Source: an optimization exercise on an open RTL-to-GDS flow (aim: small area). Production flows keep margins and buffers that such runs may drop. The RTL was checked by simulation tests, not by an equivalence proof against the original design. Power is estimated from default activity; no workload was simulated.

job 6790:
## matrix_sram_loader
module matrix_sram_loader
(
  input  logic              clk,
  input  logic              rst,
  input  logic              cfg_valid,
  output logic              cfg_ready,
  input  logic [15:0]       cfg_size_a,
  input  logic [15:0]       cfg_size_b,
  input  logic [15:0]       cfg_size_c,
  input  logic [31:0]       s_data,
  input  logic              s_valid,
  output logic              s_ready,
  output logic [13:0]       avm_address,
  output logic              avm_chipselect,
  output logic              avm_write,
  output logic [31:0]       avm_writedata,
  output logic [3:0]        avm_byteenable,
  input  logic              avm_waitrequest,
  output logic              mult_start,
  input  logic              mult_valid,
  output logic              busy,
  output logic              error
);
  localparam int unsigned SA_W = matrix_accel_pkg::SA_W;
  localparam int unsigned SB_W = matrix_accel_pkg::SB_W;
  localparam int unsigned SC_W = matrix_accel_pkg::SC_W;
  localparam logic [2:0] ST_IDLE0 = 3'b000;
  localparam logic [2:0] ST_IDLE  = 3'b001;
  localparam logic [2:0] ST_HDR   = 3'b010;
  localparam logic [2:0] ST_LOADA = 3'b110;
  localparam logic [2:0] ST_LOADB = 3'b111;
  localparam logic [2:0] ST_START = 3'b100;
  localparam logic [2:0] ST_WAIT  = 3'b101;
  logic [2:0]      st_q, st_d;
  logic [SA_W-1:0] sa_q;
  logic [SB_W-1:0] sb_q;
  logic [SC_W-1:0] sc_q;
  logic            error_q;
  logic            wr_q, wr_d;
  logic [11:0]     wa_q, wa_d;    
  logic [31:0]     wd_q, wd_d;
  logic            st_idle, st_busy, st_load, st_loadb;
  logic            wr_done, wr_req, reject, last;
  logic [SA_W-1:0] ma;
  logic [SB_W-1:0] mb;
  logic [SC_W-1:0] mc;
  logic [9:0]      pa;
  logic [11:0]     pb;
  logic            ovf_a, ovf_b;
  ...
For scale: ~81 flip-flops, ~140 I/O pins, ~7000 µm² of cells after synthesis.
export LEC_CHECK = 0
export CAP_MARGIN = 10
export CORE_MARGIN = 2
export CORE_UTILIZATION = 80
export SLEW_MARGIN = 10
export SYNTH_HIERARCHICAL = 1
create_clock -name core_clock -period 11.0 [get_ports {clk}]
standard.sh (not shown) runs the stock make flow with config.mk's settings and CLKGATE_MAP_FILE= SYNTH_SCRIPT=/design/flow/synth_recipe.tcl, a recipe that flattens the netlist after the stock synthesis.
==> flow/flow/run.sh <==
#!/bin/bash
# The standard layout (standard.sh, with the standard synthesis
# unchanged), with changes that only pick smaller cells:
# - the port buffers are buf_1 cells;
# - clock tree synthesis uses clkbuf_8 cells and adds no dummy loads;
# - before the resizer's slew/capacitance repair after placement, every cell
#   gets the smallest drive strength of its own function (pre_resize.tcl),
#   so only the sizes that timing and electrical rules need are restored.
# All tool output goes to standard.log and the ORFS logs under orfs/logs.
export BUFFER_PORTS_ARGS="-buffer_cell sky130_fd_sc_hd__buf_1"
export CTS_ARGS="-sink_clustering_enable -repair_clock_nets -dont_use_dummy_load -buf_list sky130_fd_sc_hd__clkbuf_8"
export PRE_RESIZE_TCL="$PWD/flow/pre_resize.tcl"
bash standard.sh > standard.log 2>&1
==> flow/flow/pre_resize.tcl <==
# Before the resizer repairs slew, capacitance and fanout: give every cell
# the smallest drive strength of its own function (same base cell name), so
# that only the repairs that timing and electrical rules need remain.
set dont_use $::env(DONT_USE_CELLS)
set masters [dict create]
foreach lib [[ord::get_db] getLibs] {
  foreach master [$lib getMasters] {
    set name [$master getName]
    if {[lsearch -exact $dont_use $name] >= 0} { continue }
    if {[regexp {^(sky130_fd_sc_hd__[a-z0-9]+)_([0-9]+)$} $name -> base drive]} {
      if {![dict exists $masters $base] ||
          [$master getWidth] < [[dict get $masters $base] getWidth]} {
        dict set masters $base $master
      }
    }
  }
}
set swapped 0
foreach inst [[ord::get_db_block] getInsts] {
  set master [$inst getMaster]
  if {[$master getType] ne "CORE"} { continue }
  if {![regexp {^(sky130_fd_sc_hd__[a-z0-9]+)_([0-9]+)$} [$master getName] -> base drive]} { continue }
  if {![dict exists $masters $base]} { continue }
  set small [dict get $masters $base]
  if {[$small getWidth] < [$master getWidth]} {
    $inst swapMaster $small
    incr swapped
  }
}
puts "pre_resize: gave $swapped cells a smaller drive strength"
Job 6790: all stages complete, timing, DRC and antenna checks passed
> inputs changed (job 6790 -> job 2237)
- CORE_UTILIZATION now 70, was 80
### Flow results
- Job 2237 reports a higher maximum fanout along the worst path than job 6790 does.
- Overall fraction of global-route tracks in use on job 2237 is down relative to job 6790.
- Diff job 6790 and job 2237: final critical path time including I/O delays and setup lower in job 2237
- Diff job 6790 -> job 2237 | area growth from synthesis to layout | increase of 0.61 points
- Compared with job 6790, job 2237 shows a lower total via count in the routed design.
- Standard-cell row count, job 6790 and job 2237: higher on job 2237
- When job 2237 is measured against job 6790, its core utilization turns out 9.6 points lower.
- Comparing job 6790 and job 2237, the lower floorplan die area was measured on job 6790.
- Count of filler cells inserted in the layout: job 6790 and job 2237 compared, higher one is job 2237
- Against job 6790, job 2237 comes in 0.6 points higher on share of total power in the clock network.
Changes in job 1244 relative to job 2237:
- CAP_MARGIN changed from 10 to 20
- SLEW_MARGIN changed from 10 to 20
Findings:
- Looking at path type of the worst setup path, the input pin to flop result is from job 1244; the flop to flop one comes from job 2237.
- ~same post-detailed-placement cell area in job 2237 and job 1244
- Of job 2237 and job 1244, job 1244 shows the lower combinational share of power, with job 2237 above it.
- On post-route fraction of the period consumed by the critical path, job 2237 and job 1244 are neck and neck.
- Measured against each other, job 2237 and job 1244 differ in final area, the lower figure coming from job 2237.
- Delta (job 1244 minus job 2237): final critical delay including setup and external delays went down 15 ps, critical path depth down 2, final core area utilization saw an increase.
- The layout buffer count excluding clock buffers reported for job 1244 is greater than that of job 2237 by 2.
- Route | job 1244 vs job 2237 | wire shorter in job 1244
Here is what was changed in the inputs of job 2035 compared with job 1244.
- GPL_TIMING_DRIVEN: unset -> 0
- CAP_MARGIN: 20 -> 10
- SLEW_MARGIN: 20 -> 10
==> flow/flow/run.sh <==
#!/bin/bash
# The standard layout (standard.sh, standard synthesis unchanged) with
# changes that only pick smaller cells: the port buffers are buf_1 cells;
# clock tree synthesis uses clkbuf_8 cells and adds no dummy loads; global
# placement is not timing driven (so it adds no buffers), but still starts by
# removing synthesis's buffers; before the resizer's repairs every cell gets
# the smallest drive strength of its function.
export BUFFER_PORTS_ARGS="-buffer_cell sky130_fd_sc_hd__buf_1"
export CTS_ARGS="-sink_clustering_enable -repair_clock_nets -dont_use_dummy_load -buf_list sky130_fd_sc_hd__clkbuf_8"
export PRE_GLOBAL_PLACE_TCL="$PWD/flow/pre_gp.tcl"
export PRE_RESIZE_TCL="$PWD/flow/pre_resize.tcl"
bash standard.sh > standard.log 2>&1
==> flow/flow/pre_gp.tcl (new file) <==
# Before global placement: remove the buffers synthesis inserted, as the
# standard flow does when its placement is timing driven.
remove_buffers
Results
- Core utilization: job 2035 higher than job 1244
- First-pass GRT wire length went up slightly going from job 1244 to job 2035.
- Total standard cell area after synthesis: job 2035 vs job 1244 identical

-- separate check: timing with driven ports --
The results above use ideal ports. As a check the final layouts listed here were re-extracted and re-timed, cells and wires unchanged.
Step 1 sets driving cells, clkbuf_16 on the clock port and buf_2 on the other inputs (assumed; they add their load-dependent delay and slew).
Step 2 also shifts input and output timing later by t, the mid clock arrival at the registers, as if the neighbouring blocks saw the same clock.
Three values: ideal, step 1, step 2; two values: the first two.
| run | t, ns | slack for setup (ns) | worst register clock-pin slew, ns | pins driven straight from the clock port |
|---|---|---|---|---|
| job 6790 | 0.378 | 1.348 / 1.348 / 1.010 | 0.11 / 0.11 | 1 |
| job 2237 | 0.391 | 1.598 / 1.598 / 1.234 | 0.09 / 0.09 | 1 |
| job 1244 | 0.391 | 1.613 / 1.627 / 1.237 | 0.10 / 0.10 | 1 |
| job 2035 | 0.392 | 1.424 / 1.436 / 1.044 | 0.09 / 0.09 | 1 |
After both steps setup and hold are still met in every run listed. For job 2035, which loses most, drivers alone change the setup slack by +0.012 ns; drivers and shift together by -0.380 ns.
